This design comes from an exercise in tuning for small area, a short achievable clock period and few clock cycles per item on the open sky130 flow, not from production work.
No functional check of the RTL was part of any run shown here.

==> flow/design.v, too long to show whole: its modules and the start of the top module <==
// module aslc_mul: 884 lines
// module adaptive_step_length_controller: 269 lines
module adaptive_step_length_controller (
    input  logic                             aclk,
    input  logic                             aresetn,
    input  logic                             s_tvalid,
    output logic                             s_tready,
    input  logic [aslc_pkg::S_TDATA_W-1:0]   s_tdata,
    input  logic                             s_tuser,
    output logic                             m_tvalid,
    input  logic                             m_tready,
    output logic [aslc_pkg::M_TDATA_W-1:0]   m_tdata,
    output logic                             m_tlast,
    input  logic                             cfg_valid,
    output logic                             cfg_ready,
    input  logic [aslc_pkg::CFG_IDX_W-1:0]   cfg_index,
    input  logic [aslc_pkg::CFG_DATA_W-1:0]  cfg_data
);
  // ...
==> flow/flow/run.sh <==
#!/bin/bash
# The standard layout (the standard.sh, standard synthesis included), with
# two changes: the buffers that placement puts on every input and output port
# are sky130_fd_sc_hd__buf_2 instead of the resizer's default choice, and
# timing repair aims for 10 ns of setup slack at the design's clock period.
set -euo pipefail
bash standard.sh 'BUFFER_PORTS_ARGS=-buffer_cell sky130_fd_sc_hd__buf_2' SETUP_SLACK_MARGIN=10 finish > standard_flow.log 2>&1
==> flow/standard.sh <==
#!/bin/bash
# synth_recipe.tcl (not shown) runs the flow's synth.tcl, then flattens the netlist and writes it again
# the make line also repeats each setting of config.mk as NAME=value (left out here)
make -C /OpenROAD-flow-scripts/flow DESIGN_CONFIG=/design/flow/config.mk WORK_HOME=/design/flow/orfs CLKGATE_MAP_FILE= SYNTH_SCRIPT=/design/flow/synth_recipe.tcl "${@:-finish}"
==> flow/config.mk <==
export PLATFORM = sky130hd
export DESIGN_NAME = adaptive_step_length_controller
export DESIGN_NICKNAME = adaptive_step_length_controller
export VERILOG_FILES = /design/flow/design.v
export SDC_FILE = /design/flow/constraint.sdc
export NUM_CORES = 4
export LEC_CHECK = 0
export CAP_MARGIN = 60
export CORE_MARGIN = 2
export CORE_UTILIZATION = 40
export SLEW_MARGIN = 60
==> flow/constraint.sdc <==
create_clock -name core_clock -period 18.0 [get_ports {aclk}]
set_input_delay 3.6000 -clock core_clock [delete_from_list [all_inputs] [get_ports {aclk}]]
set_output_delay 3.6000 -clock core_clock [all_outputs]
set_load 0.01 [all_outputs]
==> flow_summary.yaml, run 1 <==
run_status:
  status: "finished clean"
run:
  drv_cap: 0
layout:
  comb.multi_input.count: 4627
  seq_area_sq_mm: 0.01216
  largest_cell_class: "multi-input gates"
  clkbuf_count: 90
  layout-drive-gt1-share: 0.1285
route:
  dr.pass1.iters: 6
  wirelength_um: 205200
clocking:
  clkLatencyLatePin_ns: 0.67
  hold_buffers: 0
critical_path:
  max_stage_delay_ns: 0.60
  worst_r2r_path_depth: 29
  crit_family: "compound AO/OA/AOI/OAI gates"
  cp.arrival_ns: 8.39
  path_class: "reg2reg"
  crit_required_ns: 18.53
global_route:
  antenna_found_initial: 20
  gr-usage-met3: 0.06516
  grt_pass1_wl_um: 301900
  grt-ovfl-total: 0
timing:
  finalHoldViolCount: 0
floorplanning:
  fp-row-count: 131
  die_h_um: 363.6
logic_synthesis:
  syn-cell-area_sq_mm: 0.05173
  yosysWarnings: 1
==> run 2, diff against run 1 <==
==> flow/flow/run.sh (replaced) <==
#!/bin/bash
# The standard layout (the standard.sh, standard synthesis included), with
# one change: the buffers that placement puts on every input and output port
# are sky130_fd_sc_hd__buf_2 instead of the resizer's default choice.
set -euo pipefail
bash standard.sh 'BUFFER_PORTS_ARGS=-buffer_cell sky130_fd_sc_hd__buf_2' finish > standard_flow.log 2>&1
==> flow_summary.yaml, run 2 <==
timing:
  hold_slack_ns: 0.4545
  tns_ns: 0
  finalHoldViolCount: 0
  fin_crit_ns: 9.088
  worst_slack_ns: 8.912
  maxSlewHeadroom: 0.5821
  setup_viol: 0
  drv_slew: 0
  worst_pin_slew_ns: 0.6260
  period_share: 0.5049
  finalClockSkew_ns: 0.04536
  max_freq_mhz: 110.0
  rsz0062_at_grt: "no"
global_route:
  grt_start_max_net_pins: 91
  grt_pass1_wl_um: 301900
  grt.busiest_layer: "met2"
  grt-ovfl-total: 0
  gr-usage-met3: 0.06403
  first_global_vias: 46170
  grt.total_usage: 0.3039
  grt_util_met2: 0.4833
  antenna_found_initial: 21
  grtUsageMet1: 0.3932
logic_synthesis:
  synthArstFlopShare: 0
  synth-main-ff-cell: "dfxtp_1"
  syn-cell-area_sq_mm: 0.05173
  yosysUniqueCellTypes: 100
  yosys-top-cells-area: "dfxtp_1 13%, fa_1 12%, edfxtp_1 9.9%"
  ys_seq_elements: 519
  avgSynthCellArea_sq_um: 8.302
  synth_edf_count: 171
  synth_nets: 7128
  yosys.area.top_type: "dfxtp_1"
  synthCells: 6231
  yosysWarnings: 1
  synth_commonest_cells: "783 x nand2_1, 627 x inv_1, 531 x a21oi_1"
  synth_top_cell_area_share: 0.1347
  yosysMostFrequentCell: "nand2_1"
  synth_seq_area_share: 0.2339
route:
  wirelength_um: 205000
  viasPerCell: 5.870
  ant_nets: 0
  wire_per_inst_um: 25.28
  dr.pass1.iters: 9
  vias: 47600
  drc_errors: 0
  drtIter0Drc: 4588
place:
  gp_congestion: 1.055
  io_buffers: 318
  hpwlAfterDp_um: 153000
  dp_slack_ns: 9.290
clocking:
  cts_tree: "built"
  ctsLongestPathBuffers: 3
  cts_setup_buffers: 0
  h-tree-depth: 3
  cts_made_buffers: 66
  hold_buffers: 0
  clk_pin_slew_ns: 0.06
  clkLatencyLatePin_ns: 0.67
  clock-sinks: 519
  cts_resized: 0
  ctsRootBufferMaster: "clkbuf_16"
worst_hold_path:
  hold_class: "reg2reg"
critical_path:
  path_class: "reg2reg"
  slowest_stage: "dfxtp_1"
  cp_max_fo: 24
  cp.arrival_ns: 9.61
  endpoint_kind: "flop"
  crit_required_ns: 18.52
  max_stage_delay_ns: 0.68
  worst_setup_path_start_kind: "flop"
layout:
  finalNetCount: 7218
  fin_util: 0.4529
  fillCellCount: 12720
  layout-drive-gt1-share: 0.1195
  syn_to_final_growth_pct: 12.06
  layout_common_cells: "781 x nand2_1, 623 x inv_1, 526 x a21oi_1"
  final_common_cell: "nand2_1"
  reg_top3: "i_val x48, st_acc x48, c_eps x47"
floorplanning:
  die_w_um: 363.6
  start_util: 0.4041
  die_h_um: 363.6
  die_area_sq_mm: 0.1322
  fp-row-count: 131
  core_sq_mm: 0.1280
  ios: 324
run:
  drv_cap: 0
run_status:
  status: "finished clean"
-- run 2: cell counts after synthesis --
Identical to the previous run, type by type.
-- run 2: cell families after synthesis --
logic type / count (synthesis) / synth area share
XOR/XNOR: 553 / 0.09391
AO/OA/AOI/OAI: 1588 / 0.2006
buffers and inverters: 1085 / 0.07974
flip-flops: 519 / 0.2339
AND/OR/NAND/NOR: 1629 / 0.1440
other: 1 / 0.00007249
multiplexers: 128 / 0.02571
adder cells (fa/ha/maj): 728 / 0.2220
-- run 2: final timing paths --
| kind | cells past startpoint | start | to | slack, ns |
|---|---|---|---|---|
| setup / recovery | 28 | c_ceil[18]$_SDFFE_PN0P_ | st_len_n[24]$_SDFFE_PN1P_ | 8.91 |
| hold reg to reg | 2 | c_thr[26]$_SDFFE_PN0P_ | c_thr[26]$_SDFFE_PN0P_ | 0.45 |
| hold / removal | 2 | c_thr[26]$_SDFFE_PN0P_ | c_thr[26]$_SDFFE_PN0P_ | 0.45 |
| setup reg to reg | 28 | c_ceil[18]$_SDFFE_PN0P_ | st_len_n[24]$_SDFFE_PN1P_ | 8.91 |
-- run 2: layout make-up --
| type | instances | area [sq um] | share of cell area |
|---|---|---|---|
| Clock buffer | 90 | 1844 | 0.03181 |
| Multi-Input combinational cell | 4627 | 36010 | 0.6212 |
| Antenna cell | 5 | 12.51 | 0.0002158 |
| Clock inverter | 31 | 409.1 | 0.007057 |
| Timing Repair Buffer | 477 | 3023 | 0.05214 |
| Sequential cell | 519 | 12120 | 0.2091 |
| Tap cell | 1729 | 2163 | 0.03732 |
| Inverter | 630 | 2384 | 0.04111 |
-- run 2: through the flow --
step                cells  area (sq um)
finish               8108         57970
global route         8107         57970
CTS                  8101         57790
detailed placement   7980         55530
global placement     7965         54930
floorplan            6231         51730
-- run 2: per-layer routing --
metal	wire, um	part of all wire
met1	83010	0.40
met2	92480	0.45
met3	18450	0.090
met4	10910	0.053
met5	145	0.00071
-- run 2: worst max-delay path, delay by kind of cell, from the launching register on --
family,cells,cell delay [ns]
AND/OR/NAND/NOR,6,1.47
AO/OA/AOI/OAI,12,3.41
buffers and inverters,4,1.11
flip-flops,1,0.68
adder cells (fa/ha/maj),4,1.90
XOR/XNOR,2,0.34
==> module adaptive_step_length_controller, before the edit <==
module adaptive_step_length_controller (
    input  logic                             aclk,
    input  logic                             aresetn,
    input  logic                             s_tvalid,
    output logic                             s_tready,
    input  logic [aslc_pkg::S_TDATA_W-1:0]   s_tdata,
    input  logic                             s_tuser,
    output logic                             m_tvalid,
    input  logic                             m_tready,
    output logic [aslc_pkg::M_TDATA_W-1:0]   m_tdata,
    output logic                             m_tlast,
    input  logic                             cfg_valid,
    output logic                             cfg_ready,
    input  logic [aslc_pkg::CFG_IDX_W-1:0]   cfg_index,
    input  logic [aslc_pkg::CFG_DATA_W-1:0]  cfg_data
);
    function automatic logic [24:0] booth(input logic [15:0] f);
        logic [17:0] e;
        e = {1'b0, f, 1'b0};
        for (int k = 0; k < 8; k++) begin
            booth[k]      = e[2*k+2];
            booth[8 + k]  = e[2*k+1] ^ e[2*k];
            booth[16 + k] = (e[2*k+2] & ~e[2*k+1] & ~e[2*k]) |
                            (~e[2*k+2] & e[2*k+1] & e[2*k]);
        end
        booth[24] = f[15];
    endfunction
    logic [31:0]       c_floor, c_ceil, c_thr;
    logic [15:0]       c_rise, c_drop, c_iter;
    logic [46:0]       c_eps;
    logic signed [8:0] c_streak;
    assign cfg_ready = 1'b1;
    always_ff @(posedge aclk) begin
        if (!aresetn) begin
            c_floor  <= RST_MIN_LENGTH;
            c_ceil   <= RST_MAX_LENGTH;
            c_rise   <= RST_RISE_FACTOR;
            c_drop   <= RST_DROP_FACTOR;
            c_eps    <= RST_EPSILON;
            c_thr    <= RST_CHANGE_THR;
            c_streak <= STREAK_NONE;
            c_iter   <= RST_MAX_ITER;
        end else if (cfg_valid) begin
            case (cfg_index)
                3'd0: c_floor  <= cfg_data[31:0];
                3'd1: c_ceil   <= cfg_data[31:0];
                3'd2: c_rise   <= cfg_data[15:0];
                3'd3: c_drop   <= cfg_data[15:0];
                3'd4: c_eps    <= cfg_data[46:0];
                3'd5: c_thr    <= cfg_data[31:0];
                3'd6: c_streak <= $signed(cfg_data[8:0]);
                3'd7: c_iter   <= cfg_data[15:0];
            endcase
        end
    end
    logic [31:0]        st_len;
    logic [31:0]        st_len_n;     
    logic [31:0]        len_c;
    logic [31:0]        st_total;
    logic [47:0]        st_acc;
    logic signed [8:0]  st_streak;
    logic [15:0]        st_iter;
    logic               st_active, st_desc, st_strict, st_tot;
    logic [31:0]        st_retreat;
    logic               out_valid;
    logic               in_valid;
    logic               i_op;
    logic [47:0]        i_val;
    logic               i_chg_le;
    logic [31:0]        i_prev;
    logic               i_reuse;
    logic [1:0]         i_mode;
    logic               i_desc;
    logic               i_better;
    logic [24:0]        i_booth;
    logic fire, take;
    logic room;          
    logic in_valid_nx, out_valid_nx;
    assign fire     = in_valid && (!out_valid || m_tready);
    assign s_tready = room || m_tready;
    assign take     = s_tvalid && s_tready;
    logic        upd_acc;
    logic [32:0] tsum;
    logic [31:0] t_sat;
    logic [33:0] t_left;
    logic [31:0] tl_s, tl_c;
    logic        c_ones, t_gt, t_eq;
    logic [31:0] k_rise;
    logic        len_lt_ceil, len_eq_ceil, len_gt_ceil, grow_ok;
    logic [36:0] crow;
    logic        ovr;
    logic [31:0] ovr_len, len_ge, len_lt;
    logic [31:0] s_len;
    logic        s_strict;
    logic [47:0] prod;
    logic        ge;
    logic [31:0] unsat;
    logic        psat;
    logic [31:0] alpha;
    logic [15:0] iter_inc;
    logic        iter_done, streak_done, floor_done;
    logic        done_early, done_rise, done;
    logic signed [8:0] streak_inc;
    assign in_valid_nx  = take || (in_valid && !fire);
    assign out_valid_nx = fire || (out_valid && !m_tready);
    assign upd_acc = !i_op || (st_active && !i_chg_le && i_better);
    assign len_c   = ~st_len_n;
    assign tsum    = {1'b0, st_total} + {1'b0, len_c};
    assign t_sat   = tsum[32] ? '1 : tsum[31:0];
    assign tl_s    = c_ceil ^ ~st_total ^ st_len_n;
    assign tl_c    = (c_ceil & ~st_total) | (c_ceil & st_len_n) | (~st_total & st_len_n);
    assign t_left  = {2'b0, tl_s} - ~{1'b1, tl_c, 1'b1};
    assign c_ones  = &c_ceil;
    assign t_gt    = t_left[33] && !(tsum[32] && c_ones);
    assign t_eq    = (t_left == '0) || (tsum[32] && c_ones);
    assign k_rise  = !st_tot ? c_ceil : (t_left[33] ? '0 : t_left[31:0]);
    assign len_lt_ceil = len_c < c_ceil;
    assign len_eq_ceil = len_c == c_ceil;
    assign len_gt_ceil = !len_lt_ceil && !len_eq_ceil;
    assign grow_ok     = st_strict || len_lt_ceil;
    assign crow = {5'h1F, !i_better ? ~c_floor : st_tot ? ~t_left[31:0] : ~c_ceil};
    aslc_mul u_mul (
        .x    (st_len),
        .neg  (i_booth[7:0]),
        .one  (i_booth[15:8]),
        .two  (i_booth[23:16]),
        .y15  (i_booth[24]),
        .r    (crow),
        .r12x (!i_better),
        .p    (prod),
        .ge   (ge)
    );
    assign unsat = prod[43:12];
    assign psat  = |prod[47:44];
    assign iter_inc    = (st_iter != '1) ? st_iter + 16'd1 : st_iter;
    assign iter_done   = iter_inc >= c_iter;
    assign streak_done = (st_streak != STREAK_NONE) && !c_streak[8] &&
                         (st_streak >= c_streak);
    assign streak_inc  = (st_streak != STREAK_NONE && st_streak < STREAK_MAX)
                         ? st_streak + 9'sd1 : st_streak;
    assign floor_done  = len_c == c_floor;
    assign done_early  = i_chg_le || iter_done ||
                         (!i_better && (streak_done || floor_done));
    assign done_rise   = grow_ok && st_tot && (tsum != '0) &&
                         (t_gt || (t_eq && prod[47:12] != '0));
    assign done        = done_early || (i_better && done_rise);
    always_comb begin
        ovr     = 1'b1;
        ovr_len = '0;
        if (done_early) begin
            ovr_len = '0;
        end else if (i_better) begin
            if (!grow_ok) begin
                ovr_len = len_c;
            end else if (st_tot && t_left[33]) begin
                ovr_len = '0;
            end else begin
                ovr = 1'b0;
            end
        end else if (len_gt_ceil) begin
            ovr_len = c_ceil;
        end else begin
            ovr = 1'b0;
        end
    end
    assign len_ge = ovr ? ovr_len : i_better ? k_rise : (psat ? '1 : unsat);
    assign len_lt = ovr ? ovr_len : i_better ? unsat : c_floor;
    assign alpha  = ge ? len_ge : len_lt;
    assign s_strict = (i_mode != RANGE_LOOSE) || (c_floor == c_ceil);
    always_comb begin
        s_len = (i_reuse && i_prev != '0) ? i_prev : c_ceil;
        if (s_strict) begin
            if (s_len > c_ceil) begin
                s_len = c_ceil;
            end else if (s_len < c_floor) begin
                s_len = c_floor;
            end
        end
    end
    always_ff @(posedge aclk) begin
        if (!aresetn) begin
            st_len    <= '0;
            st_len_n  <= '1;
            st_total  <= '0;
            st_acc    <= '0;
            st_active <= 1'b0;
            in_valid  <= 1'b0;
            out_valid <= 1'b0;
            room      <= 1'b1;
        end else begin
            in_valid  <= in_valid_nx;
            out_valid <= out_valid_nx;
            room      <= !in_valid_nx || !out_valid_nx;
            if (fire) begin
                if (upd_acc) begin
                    st_acc <= i_val;
                end
                if (!i_op) begin
                    st_total  <= '0;
                    st_active <= c_iter != '0;
                    st_len    <= (c_iter != '0) ? s_len : '0;
                    st_len_n  <= (c_iter != '0) ? ~s_len : '1;
                end else if (st_active) begin
                    if (!i_chg_le && i_better) begin
                        st_total <= t_sat;
                    end
                    st_active <= !done;
                    st_len    <= done_early ? '0 : alpha;
                    st_len_n  <= done_early ? '1 : ~alpha;
                end
            end
        end
    end
    always_ff @(posedge aclk) begin
        if (fire) begin
            if (!i_op) begin
                st_streak <= STREAK_NONE;
                st_iter   <= '0;
                st_desc   <= i_desc;
                st_strict <= s_strict;
                st_tot    <= i_mode == RANGE_STRICT_TOTAL;
            end else if (st_active) begin
                st_iter <= iter_inc;
                if (!i_chg_le) begin
                    st_streak <= i_better ? 9'sd0 : streak_inc;
                end
            end
            st_retreat <= (i_op && st_active && (i_chg_le || !i_better)) ? len_c : '0;
        end
    end
    logic [47:0]        in_val;
    logic [31:0]        in_chg, in_prev;
    logic               in_reuse, in_desc;
    logic [1:0]         in_mode;
    logic [47:0]        acc_c;
    logic               desc_c;
    logic [49:0]        xa, xb, xe, xs, xc;
    logic               better_in;
    assign in_val   = s_tdata[47:0];
    assign in_chg   = s_tdata[79:48];
    assign in_prev  = s_tdata[111:80];
    assign in_reuse = s_tdata[112];
    assign in_desc  = s_tdata[113];
    assign in_mode  = s_tdata[115:114];
    assign acc_c  = (in_valid && upd_acc) ? i_val : st_acc;
    assign desc_c = (in_valid && !i_op) ? i_desc : st_desc;
    assign xa = {{2{acc_c[47]}}, acc_c} ^ {50{!desc_c}};
    assign xb = {{2{in_val[47]}}, in_val} ^ {50{desc_c}};
    assign xe = ~{3'b0, c_eps};
    assign xs = xa ^ xb ^ xe;
    assign xc = {(xa[48:0] & xb[48:0]) | (xa[48:0] & xe[48:0]) | (xb[48:0] & xe[48:0]), 1'b1};
    assign better_in = !(xs[49] ^ xc[49] ^ (xs[48:0] > ~xc[48:0]));
    always_ff @(posedge aclk) begin
        if (take) begin
            i_op           <= s_tuser;
            i_val          <= in_val;
            i_chg_le       <= in_chg <= c_thr;
            i_prev         <= in_prev;
            i_reuse        <= in_reuse;
            i_mode         <= in_mode;
            i_desc         <= in_desc;
            i_better       <= better_in;
            i_booth        <= better_in ? booth(c_rise) : booth(c_drop);
        end
    end
    assign m_tvalid = out_valid;
    assign m_tlast  = !st_active;
    assign m_tdata  = {st_total, st_acc, st_len, st_retreat};
endmodule
==> run 3, diff against run 2 <==
--- a/flow/design.v
+++ b/flow/design.v
@@ -1038,10 +1038,8 @@
     logic               i_better;
     logic [24:0]        i_booth;
     logic fire, take;
-    logic room;          
-    logic in_valid_nx, out_valid_nx;
     assign fire     = in_valid && (!out_valid || m_tready);
-    assign s_tready = room || m_tready;
+    assign s_tready = !in_valid || fire;
     assign take     = s_tvalid && s_tready;
     logic        upd_acc;
     logic [32:0] tsum;
@@ -1065,8 +1063,6 @@
     logic        iter_done, streak_done, floor_done;
     logic        done_early, done_rise, done;
     logic signed [8:0] streak_inc;
-    assign in_valid_nx  = take || (in_valid && !fire);
-    assign out_valid_nx = fire || (out_valid && !m_tready);
     assign upd_acc = !i_op || (st_active && !i_chg_le && i_better);
     assign len_c   = ~st_len_n;
     assign tsum    = {1'b0, st_total} + {1'b0, len_c};
@@ -1150,11 +1146,17 @@
             st_active <= 1'b0;
             in_valid  <= 1'b0;
             out_valid <= 1'b0;
-            room      <= 1'b1;
         end else begin
-            in_valid  <= in_valid_nx;
-            out_valid <= out_valid_nx;
-            room      <= !in_valid_nx || !out_valid_nx;
+            if (take) begin
+                in_valid <= 1'b1;
+            end else if (fire) begin
+                in_valid <= 1'b0;
+            end
+            if (fire) begin
+                out_valid <= 1'b1;
+            end else if (m_tready) begin
+                out_valid <= 1'b0;
+            end
             if (fire) begin
                 if (upd_acc) begin
                     st_acc <= i_val;
==> flow/run.sh (new file) <==
#!/bin/bash
# synth_recipe.tcl (not shown) runs the flow's synth.tcl, then flattens the netlist and writes it again
# the make line also repeats each setting of config.mk as NAME=value (left out here)
make -C /OpenROAD-flow-scripts/flow DESIGN_CONFIG=/design/flow/config.mk WORK_HOME=/design/flow/orfs CLKGATE_MAP_FILE= SYNTH_SCRIPT=/design/flow/synth_recipe.tcl finish
removed: flow/flow/run.sh
removed: flow/standard.sh
==> flow_summary.yaml, run 3 <==
logic_synthesis:
  yosysUniqueCellTypes: 102
  yosys.area.top_type: "dfxtp_1"
  synthArstFlopShare: 0
  synth_top_cell_area_share: 0.1354
  yosysMostFrequentCell: "nand2_1"
  synth_xor_area_frac: 0.09573
  synthCells: 6160
  synth_nets: 7057
  synth-main-ff-cell: "dfxtp_1"
  synth_top_family_by_area: "adder cells"
  synth_compound_area_frac: 0.1930
  yosys-top-cells-area: "dfxtp_1 14%, fa_1 12%, edfxtp_1 10%"
  synth_seq_area_share: 0.2354
  yosysWarnings: 1
  synth.area.mux_share: 0.02799
  ys_seq_elements: 518
  synth_edf_count: 171
  syn-cell-area_sq_mm: 0.05131
  synth-simple-area-share: 0.1441
  synthAdderAreaFrac: 0.2244
  avgSynthCellArea_sq_um: 8.330
  synth_commonest_cells: "832 x nand2_1, 626 x inv_1, 509 x a21oi_1"
global_route:
  antenna_found_initial: 14
  grt.total_usage: 0.2989
  grt_pass1_wl_um: 296200
  grt-ovfl-total: 0
  grt_start_max_net_pins: 99
  first_global_vias: 45270
worst_hold_path:
  hold_class: "reg2reg"
  min_path_cells: 2
  min_from: "st_len[2]$_SDFFE_PN0P_"
floorplanning:
  die_area_sq_mm: 0.1312
  ios: 324
  die_w_um: 362.2
  core_sq_mm: 0.1274
  start_util: 0.4029
  fp-row-count: 131
  die_h_um: 362.2
clocking:
  cts_setup_buffers: 0
  clock-sinks: 518
  cts_tree: "built"
  ctsLongestPathBuffers: 3
  clk_pin_slew_ns: 0.06
  cts_resized: 0
  clkLatencyLatePin_ns: 0.71
  h-tree-depth: 2
  ctsRootBufferMaster: "clkbuf_16"
  hold_buffers: 0
  cts_made_buffers: 60
timing:
  rsz0062_at_grt: "no"
  worst_slack_ns: 8.574
  drv_slew: 0
  period_share: 0.5236
  hold_slack_ns: 0.4441
  fin_crit_ns: 9.426
  finalHoldViolCount: 0
  tns_ns: 0
  setup_viol: 0
  finalClockSkew_ns: 0.05274
  max_freq_mhz: 106.1
  worst_pin_slew_ns: 0.6412
  maxSlewHeadroom: 0.5603
critical_path:
  max_stage_delay_ns: 0.56
  worst_setup_path_start_kind: "flop"
  cp-startpoint: "c_ceil[1]$_SDFFE_PN0P_"
  cp.arrival_ns: 10.03
  worst_r2r_path_depth: 29
  regToRegStartpoint: "c_ceil[1]$_SDFFE_PN0P_"
  path_class: "reg2reg"
  slowest_stage: "fa_1"
  endpoint_kind: "flop"
  cp_max_fo: 27
  crit_required_ns: 18.61
layout:
  layout_common_cells: "829 x nand2_1, 625 x inv_1, 506 x a21oi_1"
  final_common_cell: "nand2_1"
  final_cell_count_no_fill: 7987
  fin_util: 0.4619
  multi_input_area_sq_mm: 0.03555
  finalNetCount: 7166
  layout-drive-gt1-share: 0.06882
  fillCellCount: 12440
  syn_to_final_growth_pct: 14.63
  seq_area_sq_mm: 0.01210
  reg_top3: "i_val x48, st_acc x48, c_eps x47"
route:
  ant_nets: 0
  wire_per_inst_um: 25.22
  viasPerCell: 5.852
  drtIter0Drc: 4774
  wirelength_um: 201400
  dr.pass1.iters: 8
  vias: 46740
  drc_errors: 0
run:
  drv_cap: 0
run_status:
  status: "finished clean"
place:
  io_buffers: 318
  placed_cells: 7862
  hpwlAfterDp_um: 150500
  gp_congestion: 1.079
  dp_slack_ns: 8.928
[run 3: changes by cell type after synthesis, sizes merged, moves of 15 or more]
cell	previous run	this run
a21oi	531	510
nand2	783	833
nand4	112	97
nor2	315	272
nor2b	28	52
o21ai	221	204
o221ai	25	6
o22ai	13	34
xnor2	484	446
xor2	69	114
[run 3: area by class of cell]
type / instances / share of cell area
well taps: 1662 / 0.03535
clock inverters: 24 / 0.005318
multi-input cells: 4574 / 0.6043
repair buffers: 485 / 0.07838
diodes: 4 / 0.0001702
inverters: 630 / 0.04054
clock buffers: 90 / 0.03023
flip-flops and latches: 518 / 0.2057
[run 3: worst max-delay path: cells and delay by family, from the launching register on]
kind                     cells  cell delay [ns]
AO/OA/AOI/OAI               11             3.44
adder cells (fa/ha/maj)      5             1.99
AND/OR/NAND/NOR              7             1.98
buffers and inverters        5             1.19
flip-flops                   1             0.49
XOR/XNOR                     1             0.18
[run 3: layer usage]
| metal | global-route usage | vias up | share of wire |
|---|---|---|---|
| met4 | 0.1232 | 18 | 0.045 |
| li1 | - | 21340 | - |
| met3 | 0.06726 | 454 | 0.090 |
| met1 | 0.3887 | 22830 | 0.41 |
| met5 | 0.006659 | - | 0.0011 |
| met2 | 0.4775 | 2098 | 0.46 |
[run 3: path summary, 6_finish.rpt]
kind,end,slack (ns)
setup / recovery,st_len[17]$_SDFFE_PN0P_,8.57
hold reg to reg,st_len[2]$_SDFFE_PN0P_,0.44
hold / removal,st_len[2]$_SDFFE_PN0P_,0.44
setup reg to reg,st_len[17]$_SDFFE_PN0P_,8.57
[run 3: metrics by stage]
stage	cell area (sq um)
final	58820
after global routing	58820
after CTS	58650
after detailed placement	56560
after global placement	56030
after floorplan	51310
[run 3: logic make-up after synthesis]
| kind of cell | Yosys count |
|---|---|
| simple gates | 1623 |
| xor+xnor | 560 |
| compound gates | 1521 |
| other cells | 1 |
| buf+inv | 1068 |
| flops | 518 |
| mux | 138 |
| fa+ha+maj | 731 |
==> run 4, diff against run 3 <==
--- a/flow/config.mk
+++ b/flow/config.mk
@@ -5,7 +5,7 @@
 export SDC_FILE = /design/flow/constraint.sdc
 export NUM_CORES = 4
 export LEC_CHECK = 0
-export CAP_MARGIN = 60
+export CAP_MARGIN = 80
 export CORE_MARGIN = 2
 export CORE_UTILIZATION = 40
-export SLEW_MARGIN = 60
+export SLEW_MARGIN = 80
==> flow_summary.yaml, run 4 <==
critical_path:
  crit_required_ns: 18.66
  crit_path_frequent_cell: "clkdlybuf4s50_1"
  cp.arrival_ns: 10.58
  path_class: "reg2reg"
  endpoint_kind: "flop"
  slowest_stage: "clkdlybuf4s50_1"
  cp_max_fo: 14
  max_stage_delay_ns: 0.59
  worst_setup_path_start_kind: "flop"
  worst_r2r_path_depth: 36
layout:
  multi_input_area_sq_mm: 0.03854
  final_common_cell: "nand2_1"
  fillCellCount: 11910
  seq_area_sq_mm: 0.01226
  finalNetCount: 7394
  reg_top3: "i_val x48, st_acc x48, c_eps x47"
  syn_to_final_growth_pct: 26.02
  layout_common_cells: "824 x nand2_1, 612 x inv_1, 464 x a21oi_1"
  design_area_sq_mm: 0.06467
  layout-drive-gt1-share: 0.1664
route:
  wirelength_um: 204200
  ant_nets: 0
  drc_errors: 0
  vias: 47880
  drtIter0Drc: 4626
  dr.pass1.iters: 6
  wire_per_inst_um: 24.85
  viasPerCell: 5.826
logic_synthesis:
  yosys-top-cells-area: "dfxtp_1 14%, fa_1 12%, edfxtp_1 10%"
  synth-main-ff-cell: "dfxtp_1"
  synthArstFlopShare: 0
  synth_top_cell_area_share: 0.1354
  synth_commonest_cells: "832 x nand2_1, 626 x inv_1, 509 x a21oi_1"
  yosysWarnings: 1
  ys_seq_elements: 518
  syn-cell-area_sq_mm: 0.05131
  synthCells: 6160
  avgSynthCellArea_sq_um: 8.330
  synth_seq_area_share: 0.2354
  synth_nets: 7057
  synth_edf_count: 171
  yosysUniqueCellTypes: 102
  yosysMostFrequentCell: "nand2_1"
  yosys.area.top_type: "dfxtp_1"
clocking:
  ctsLongestPathBuffers: 3
  ctsRootBufferMaster: "clkbuf_16"
  clkLatencyLatePin_ns: 0.71
  h-tree-depth: 2
  hold_buffers: 0
  cts_made_buffers: 61
  cts_tree: "built"
  cts_resized: 0
  clk_pin_slew_ns: 0.07
  cts_setup_buffers: 0
  clock-sinks: 518
timing:
  finalClockSkew_ns: 0.03562
  finalHoldViolCount: 0
  fin_crit_ns: 9.921
  drv_slew: 0
  hold_slack_ns: 0.4427
  period_share: 0.5512
  max_freq_mhz: 100.8
  rsz0062_at_grt: "no"
  setup_viol: 0
  tns_ns: 0
place:
  io_buffers: 318
  place_area_sq_mm: 0.06138
  hpwlAfterDp_um: 158700
  gp_congestion: 1.079
floorplanning:
  fp-row-count: 131
  die_h_um: 362.2
  start_util: 0.4029
  die_w_um: 362.2
  die_area_sq_mm: 0.1312
  core_sq_mm: 0.1274
  ios: 324
global_route:
  grt.total_usage: 0.3037
  first_global_vias: 46870
  antenna_found_initial: 12
  grt_start_max_net_pins: 43
  grt_pass1_wl_um: 301800
  grt-ovfl-total: 0
run:
  drv_cap: 0
run_status:
  status: "finished clean"
worst_hold_path:
  min_path_cells: 2
  hold_class: "reg2reg"
==> run 4: metal layers <==
metal,wire length (um),track usage
met4,10390,0.1352
met1,82170,0.3888
met3,18490,0.07090
met2,93110,0.4867
met5,85,0
==> run 4: cell families after synthesis <==
family | after synthesis | share of synthesized area
muxes | 138 | 0.02799
AOI/OAI and AO/OA | 1521 | 0.1930
buffers and inverters | 1068 | 0.07924
DFF | 518 | 0.2354
adders and majority gates | 731 | 0.2244
other | 1 | 0.00007308
and+or+nand+nor | 1623 | 0.1441
xor gates and xnor gates | 560 | 0.09573
==> run 4: final cells by class <==
type	count	area share
clock inverters	25	0.003173
well taps	1662	0.03216
multi-input cells	4574	0.5960
repair buffers	712	0.1138
inverters	630	0.03719
clock buffers	91	0.02786
diodes	6	0.0002322
flip-flops and latches	518	0.1896
==> run 4: final timing paths <==
path	startpoint	endpoint	slack, ns
max	c_ceil[10]$_SDFFE_PN0P_	st_len_n[27]$_SDFFE_PN1P_	8.08
min	st_len[2]$_SDFFE_PN0P_	st_len[2]$_SDFFE_PN0P_	0.44
min reg2reg	st_len[2]$_SDFFE_PN0P_	st_len[2]$_SDFFE_PN0P_	0.44
max reg2reg	c_ceil[10]$_SDFFE_PN0P_	st_len_n[27]$_SDFFE_PN1P_	8.08
==> run 4: per-stage QoR <==
| stage | cells | setup slack (ns) | util |
|---|---|---|---|
| 6_report | 8218 | 8.079 | 0.5078 |
| 4_1_cts | 8173 | 8.405 | 0.4977 |
| 5_1_grt | 8215 | 7.807 | 0.5077 |
| 3_3_place_gp | 7838 | 8.698 | 0.4400 |
| 2_1_floorplan | 6160 | 10.46 | - |
| 3_5_place_dp | 8057 | 8.458 | 0.4819 |
==> run 4: worst max-delay path: cells and delay by family (launching register included) <==
kind	cells	cell delay (ns)
simple gates	6	1.23
xor+xnor	1	0.13
flops	1	0.51
buf+inv	14	4.12
compound gates	11	2.17
fa+ha+maj	4	1.71

what the ideal ports hide:
No port has a modelled driver above. Below, the same layouts with a new extraction and two added sets of constraints. Step 1: set_driving_cell puts a clkbuf_16 on aclk and a buf_2 on each other input, an assumption about the parent block. Step 2 also shifts input and output timing later by t, the mid clock arrival at the registers, as if the neighbouring blocks saw the same clock. a / b / c = ideal ports / drivers / drivers and shift; a / b = the first two.
run | shift t [ns] | setup WS [ns] | cell pins on the clock port's net
run 1 | 0.712 | 10.144 / 10.144 / 10.061 | 1
run 2 | 0.714 | 8.912 / 8.912 / 8.912 | 1
run 3 | 0.752 | 8.574 / 8.574 / 8.574 | 1
run 4 | 0.767 | 8.079 / 8.079 / 8.079 | 1
After both steps setup and hold are still met in every run listed. For run 1, which loses most, drivers alone change the setup slack by 0.000 ns; drivers and shift together by -0.083 ns.
